Background: an optimization exercise with open tools, aiming at small area and a short achievable clock period. Do not read the settings as production practice. At most, simulation tests tie the RTL to the original design; equivalence was not proved. Power is estimated from default activity; no workload was simulated.

Setup of old:
==> flow/design.v <==
`timescale 1ns/100ps
module pfxCarry #(
  parameter int N  = 32,
  parameter bit KS = 1
) (
  input  logic [N-1:0] p,
  input  logic [N-1:0] g,
  output logic [N-1:0] c
);
  localparam int L = $clog2(N);
  logic [N-1:0] gg [0:L];
  logic [N-1:0] pp [0:L];
  always_comb begin
    gg[0] = g;
    pp[0] = p;
    for (int k = 0; k < L; k++) begin
      for (int i = 0; i < N; i++) begin
        int j;
        if (KS) j = i - (1 << k);
        else    j = ((i >> k) & 1) ? (((i >> k) << k) - 1) : -1;
        if (j >= 0) begin
          gg[k+1][i] = gg[k][i] | (pp[k][i] & gg[k][j]);
          pp[k+1][i] = pp[k][i] & pp[k][j];
        end else begin
          gg[k+1][i] = gg[k][i];
          pp[k+1][i] = pp[k][i];
        end
      end
    end
  end
  assign c = gg[L];
endmodule
module pfxAdd #(
  parameter int N  = 32,
  parameter bit KS = 1
) (
  input  logic [N-1:0] a,
  input  logic [N-1:0] b,
  output logic [N-1:0] s,
  output logic         co
);
  logic [N-1:0] p, c;
  assign p = a ^ b;
  pfxCarry #(.N(N), .KS(KS)) carry_i (.p (p), .g (a & b), .c (c));
  assign s  = p ^ {c[N-2:0], 1'b0};
  assign co = c[N-1];
endmodule
`timescale 1ns/100ps
module executeUnit (
  input  logic         Clk,
  input  logic         reset,
  input  logic [150:0] idExIn,
  output logic [106:0] exMemOut
);
  localparam bit KS_ALU = 0;
  localparam bit KS_BT  = 0;
  logic [4:0]  inCtrl;
  logic        regDst, aluSrc;
  logic [5:0]  aluOp, funct;
  logic [31:0] pcPlus4, rdA, rdB, imm;
  logic [4:0]  rt, rd, shamt;
  assign inCtrl  = idExIn[150:146];
  assign regDst  = idExIn[145];
  assign aluSrc  = idExIn[144];
  assign aluOp   = idExIn[143:138];
  assign pcPlus4 = idExIn[137:106];
  assign rdA     = idExIn[105:74];
  assign rdB     = idExIn[73:42];
  assign imm     = idExIn[41:10];
  assign rt      = idExIn[9:5];
  assign rd      = idExIn[4:0];
  assign funct   = imm[5:0];
  assign shamt   = imm[10:6];
  logic isR;
  logic dSub, dSlt, dAnd, dOr, dXor, dNor, dSll, dSrl, dShift, dLogic, dArith;
  assign isR    = (aluOp == 6'h00);
  assign dSlt   = (isR & (funct == 6'h2A)) | (aluOp == 6'h0A);
  assign dSub   = (isR & (funct == 6'h22)) | (aluOp == 6'h04) | dSlt;
  assign dAnd   = (isR & (funct == 6'h24)) | (aluOp == 6'h0C);
  assign dOr    = (isR & (funct == 6'h25)) | (aluOp == 6'h0D);
  assign dXor   =  isR & (funct == 6'h26);
  assign dNor   =  isR & (funct == 6'h27);
  assign dSll   =  isR & (funct == 6'h00);
  assign dSrl   =  isR & (funct == 6'h02);
  assign dShift = dSll | dSrl;
  assign dLogic = dAnd | dOr | dXor | dNor;
  assign dArith = ~(dSlt | dLogic | dShift);
  logic [31:0] opB, inP, inG, shIn, shPre;
  logic [3:0]  lutP, lutG;
  assign opB = aluSrc ? imm : rdB;
  logic dAndi, dOri, dNone;
  assign dAndi = dAnd | dOr;                   
  assign dOri  = dOr | dXor;                   
  assign dNone = dAnd | dNor | dShift;         
  assign lutP = {dSub | dAndi, ~(dSub | dNone), ~(dSub | dNone), dSub | dNor};
  assign lutG = {~(dSub | dLogic | dShift), dSub, 2'b00};
  always_comb
    for (int i = 0; i < 32; i++)
      shIn[i] = (dSll & opB[31-i]) | (dSrl & opB[i]);
  assign shPre = shamt[4] ? {16'd0, shIn[31:16]} : shIn;
  always_comb
    for (int i = 0; i < 32; i++) begin
      inP[i] = lutP[{rdA[i], opB[i]}] | shPre[i];
      inG[i] = lutG[{rdA[i], opB[i]}];
    end
  logic [14:0] btLo, btHi0;
  logic        btLoCo, btHiCo;
  pfxAdd #(.N(15), .KS(KS_BT)) btLoAdd_i (.a (pcPlus4[16:2]),  .b (imm[14:0]),  .s (btLo),  .co (btLoCo));
  pfxAdd #(.N(15), .KS(KS_BT)) btHiAdd_i (.a (pcPlus4[31:17]), .b (imm[29:15]), .s (btHi0), .co (btHiCo));
  logic        killQ;                  
  logic [4:0]  ctrlQ, wrQ;
  logic [31:0] rd2Q, pQ, gQ;
  logic        cinQ;
  logic        sumQ, sltQ, srlQ, sllQ;
  logic [3:0]  shamtQ;
  logic [14:0] btLoQ, btHi0Q;
  logic [1:0]  btPcQ;
  logic        btCQ;
  always_ff @(posedge Clk) begin
    killQ  <= reset;
    ctrlQ  <= inCtrl;
    wrQ    <= regDst ? rd : rt;
    rd2Q   <= rdB;
    pQ     <= inP;
    gQ     <= {inG[31:1], inG[0] | (inP[0] & dSub)};
    cinQ   <= dSub;
    sumQ   <= dArith | dLogic;
    sltQ   <= dSlt;
    srlQ   <= dSrl;
    sllQ   <= dSll;
    shamtQ <= shamt[3:0];
    btPcQ  <= pcPlus4[1:0];
    btLoQ  <= btLo;
    btHi0Q <= btHi0;
    btCQ   <= btLoCo;
  end
  logic [31:0] carry, sum, sh, shRev;
  logic        lt, zAdd, zSh, zero;
  logic [31:0] aluRes;
  pfxCarry #(.N(32), .KS(KS_ALU)) aluCarry_i (.p (pQ), .g (gQ), .c (carry));
  assign sum = pQ ^ {carry[30:0], cinQ};
  assign sh = pQ >> shamtQ;
  always_comb for (int i = 0; i < 32; i++) shRev[i] = sh[31-i];
  assign lt = pQ[31] ? sum[31] : gQ[31];
  logic [31:0] kin;
  assign kin  = {pQ[30:0] | gQ[30:0], cinQ};
  assign zAdd = (pQ == kin);
  logic [15:0] keep;
  always_comb for (int k = 0; k < 16; k++) keep[k] = (k >= shamtQ);
  assign zSh  = ~|pQ[31:16] & ~|(pQ[15:0] & keep);
  assign aluRes = ({32{sumQ}} & sum) | ({32{srlQ}} & sh) | ({32{sllQ}} & shRev) |
                  {31'd0, sltQ & lt};
  assign zero   = (sumQ & zAdd) | (sltQ & ~lt) | ((srlQ | sllQ) & zSh);
  logic [14:0] btHi;
  assign btHi = btHi0Q + {14'd0, btCQ};
  logic clr;
  assign clr = reset | killQ;
  always_ff @(posedge Clk) begin
    exMemOut[106:102] <= clr ? 5'd0 : ctrlQ;
    exMemOut[101:70]  <= clr ? 32'd0 : {btHi, btLoQ, btPcQ};
    exMemOut[69]      <= ~reset & (killQ | zero);
    exMemOut[68:37]   <= clr ? 32'd0 : aluRes;
    exMemOut[36:5]    <= clr ? 32'd0 : rd2Q;
    exMemOut[4:0]     <= clr ? 5'd0 : wrQ;
  end
endmodule
Settings: LEC_CHECK=0, CAP_MARGIN=20, CORE_MARGIN=2, CORE_UTILIZATION=40, SETUP_SLACK_MARGIN=2.8, SLEW_MARGIN=20; clock period 5.0 ns.
standard.sh (not shown) runs the stock make flow with config.mk's settings and CLKGATE_MAP_FILE= SYNTH_SCRIPT=/design/flow/synth_recipe.tcl, a recipe that flattens the netlist after the stock synthesis.
==> flow/flow/run.sh <==
#!/bin/bash
# Own layout flow: the standard ORFS flow with these changes.
#  * ABC maps for delay (dch; map -D) instead of ORFS's area-recovering script.
#  * Yosys does not extract full/half adder cells, so ABC sees the whole
#    carry logic (ADDER_MAP_FILE empty).
#  * Clock tree from clkbuf_8 cells, without dummy loads.
#  * Port buffers: buf_2 on outputs (before global placement), buf_1 on
#    inputs (right after it), instead of clkdlybuf4s50_1 delay cells.
# The synthesis itself is otherwise ORFS's (synth_recipe.tcl), so the registers
# and their names are the standard synthesis's.
set -euo pipefail
W=$PWD
rm -rf "$W/scripts_own"
cp -r "$FLOW_HOME/scripts" "$W/scripts_own"
cp "$W/flow/abc_speed.script" "$W/scripts_own/abc_speed.script"
export SCRIPTS_DIR="$W/scripts_own"
export ADDER_MAP_FILE=
export BUFFER_PORTS_ARGS="-outputs -buffer_cell sky130_fd_sc_hd__buf_2"
export POST_GLOBAL_PLACE_TCL="$W/flow/post_gpl.tcl"
export CTS_ARGS="-sink_clustering_enable -repair_clock_nets -buf_list sky130_fd_sc_hd__clkbuf_8 -dont_use_dummy_load"
bash standard.sh synth > "$W/own_synth.log" 2>&1
bash standard.sh > "$W/own_layout.log" 2>&1
==> flow/flow/abc_speed.script <==
strash
dch
map -D 800
buffer -p
upsize -D 800
dnsize -D 800
stime -p
==> flow/flow/post_gpl.tcl <==
# Input ports get the smallest buffer; the output ports were buffered with
# buf_2 before global placement (they drive the 10 fF output load).
buffer_ports -inputs -buffer_cell sky130_fd_sc_hd__buf_1
estimate_parasitics -placement
[inputs] new vs old
-- flow/design.v --
<<< old, line 86
  assign dLogic = dAnd | dOr | dXor | dNor;
  assign dArith = ~(dSlt | dLogic | dShift);
  logic [31:0] opB, inP, inG, shIn, shPre;
  logic [3:0]  lutP, lutG;
  assign opB = aluSrc ? imm : rdB;
  logic dAndi, dOri, dNone;
  assign dAndi = dAnd | dOr;                   
  assign dOri  = dOr | dXor;                   
  assign dNone = dAnd | dNor | dShift;         
  assign lutP = {dSub | dAndi, ~(dSub | dNone), ~(dSub | dNone), dSub | dNor};
  assign lutG = {~(dSub | dLogic | dShift), dSub, 2'b00};
  always_comb
    for (int i = 0; i < 32; i++)
      shIn[i] = (dSll & opB[31-i]) | (dSrl & opB[i]);
  assign shPre = shamt[4] ? {16'd0, shIn[31:16]} : shIn;
  always_comb
    for (int i = 0; i < 32; i++) begin
      inP[i] = lutP[{rdA[i], opB[i]}] | shPre[i];
      inG[i] = lutG[{rdA[i], opB[i]}];
    end
  logic [14:0] btLo, btHi0;
  logic        btLoCo, btHiCo;
>>> new, line 86
  assign dLogic = dAnd | dOr | dXor | dNor;
  assign dArith = ~(dSlt | dLogic | dShift);
  logic [31:0] opB, t, gAdd, gSub, inP, inG, shIn, shPre;
  assign opB  = aluSrc ? imm : rdB;
  assign t    = rdA ^ opB;
  assign gAdd = rdA & opB;
  assign gSub = rdA & ~opB;
  always_comb for (int i = 0; i < 32; i++) shIn[i] = dSll ? opB[31-i] : opB[i];
  assign shPre = shamt[4] ? {16'd0, shIn[31:16]} : shIn;
  assign inP = dShift ? shPre : (dSub ? ~t : t);
  assign inG = dSub ? gSub : gAdd;
  logic [14:0] btLo, btHi0;
  logic        btLoCo, btHiCo;
<<< old, line 112
  logic [31:0] rd2Q, pQ, gQ;
  logic        cinQ;
  logic        sumQ, sltQ, srlQ, sllQ;
  logic [3:0]  shamtQ;
  logic [14:0] btLoQ, btHi0Q;
>>> new, line 103
  logic [31:0] rd2Q, pQ, gQ;
  logic        cinQ;
  logic        sumQ, sltQ, srlQ, sllQ, logicQ;
  logic [2:0]  lutQ;                   
  logic [3:0]  shamtQ;
  logic [14:0] btLoQ, btHi0Q;
<<< old, line 125
    gQ     <= {inG[31:1], inG[0] | (inP[0] & dSub)};
    cinQ   <= dSub;
    sumQ   <= dArith | dLogic;
    sltQ   <= dSlt;
    srlQ   <= dSrl;
    sllQ   <= dSll;
    shamtQ <= shamt[3:0];
    btPcQ  <= pcPlus4[1:0];
>>> new, line 117
    gQ     <= {inG[31:1], inG[0] | (inP[0] & dSub)};
    cinQ   <= dSub;
    sumQ   <= dArith;
    sltQ   <= dSlt;
    srlQ   <= dSrl;
    sllQ   <= dSll;
    logicQ <= dLogic;
    lutQ   <= {dAnd | dOr, dOr | dXor, dNor};
    shamtQ <= shamt[3:0];
    btPcQ  <= pcPlus4[1:0];
<<< old, line 135
    btCQ   <= btLoCo;
  end
  logic [31:0] carry, sum, sh, shRev;
  logic        lt, zAdd, zSh, zero;
  logic [31:0] aluRes;
  pfxCarry #(.N(32), .KS(KS_ALU)) aluCarry_i (.p (pQ), .g (gQ), .c (carry));
  assign sum = pQ ^ {carry[30:0], cinQ};
  assign sh = pQ >> shamtQ;
  always_comb for (int i = 0; i < 32; i++) shRev[i] = sh[31-i];
>>> new, line 129
    btCQ   <= btLoCo;
  end
  logic [31:0] carry, sum, lres, sh, shRev;
  logic        lt, zAdd, zSh, zL, zero;
  logic [31:0] aluRes;
  pfxCarry #(.N(32), .KS(KS_ALU)) aluCarry_i (.p (pQ), .g (gQ), .c (carry));
  assign sum = pQ ^ {carry[30:0], cinQ};
  always_comb
    for (int i = 0; i < 32; i++)
      lres[i] = gQ[i] ? lutQ[2] : (pQ[i] ? lutQ[1] : lutQ[0]);
  assign sh = pQ >> shamtQ;
  always_comb for (int i = 0; i < 32; i++) shRev[i] = sh[31-i];
<<< old, line 149
  always_comb for (int k = 0; k < 16; k++) keep[k] = (k >= shamtQ);
  assign zSh  = ~|pQ[31:16] & ~|(pQ[15:0] & keep);
  assign aluRes = ({32{sumQ}} & sum) | ({32{srlQ}} & sh) | ({32{sllQ}} & shRev) |
                  {31'd0, sltQ & lt};
  assign zero   = (sumQ & zAdd) | (sltQ & ~lt) | ((srlQ | sllQ) & zSh);
  logic [14:0] btHi;
  assign btHi = btHi0Q + {14'd0, btCQ};
>>> new, line 146
  always_comb for (int k = 0; k < 16; k++) keep[k] = (k >= shamtQ);
  assign zSh  = ~|pQ[31:16] & ~|(pQ[15:0] & keep);
  logic [31:0] pg;
  logic zG, zP, zPG, aPG;
  assign pg  = pQ | gQ;
  assign zG  = ~|gQ;
  assign zP  = ~|pQ;
  assign zPG = ~|pg;
  assign aPG = &pg;
  assign zL = (lutQ[2] & ~lutQ[1] & zG) | (lutQ[2] & lutQ[1] & zPG) |
              (~lutQ[2] & lutQ[1] & zP) | (lutQ[0] & aPG);
  assign aluRes = ({32{sumQ}} & sum) | ({32{srlQ}} & sh) | ({32{sllQ}} & shRev) |
                  lres | {31'd0, sltQ & lt};
  assign zero   = (sumQ & zAdd) | (sltQ & ~lt) | ((srlQ | sllQ) & zSh) | (logicQ & zL);
  logic [14:0] btHi;
  assign btHi = btHi0Q + {14'd0, btCQ};
### Flow results
Number of clock sinks of new exceeds that of old slightly.
[new] met2 wire length rose 17% relative to old
Compared with old, new shows fraction of area in registers lower by 0.90 points.
Taking old as the reference, in new starting utilization of the core area comparable; cell internal power dissipation now larger; combinational share of power now larger; overall power now larger.
Average cell area after synthesis of new falls short of that of old slightly.
new vs. old: fmax shrank by 9.1 MHz, cell count of the worst reg-to-reg path shrank by 1.
Comparing the two runs side by side, new comes out behind old on final worst-path setup slack.
old has a lower met1 usage than new.
| depth of the critical timing path with buffers and inverters included | new vs old | 4 lower |
Of old and new, new shows the higher net count reported at finish, with old below it.
Function not checked in new: the RTL went through the layout flow alone.

what the ideal ports hide:
Ports are ideal in the flow. The routed layouts listed here were re-timed in OpenROAD.
Step 1, drivers: a clkbuf_16 drives Clk and a buf_2 each remaining input, both assumed.
Step 2, shift: input delay + t, output delay - t, t = (earliest + latest rising clock arrival at the registers) / 2. This alone moves slack from input paths to output paths.
Three values: no drivers, after step 1, after step 2; two values: the first two.
run | shift t [ns] | slack for setup (ns) | clock arrival spread, ns
old | 0.630 | 2.773 / 2.775 / 2.145 | 0.058 / 0.058
new | 0.645 | 2.727 / 2.745 / 2.100 | 0.066 / 0.065
After both steps setup and hold are still met in every run listed. The setup slack of old, which loses most, moves by +0.002 ns with the drivers and by -0.628 ns with both steps.
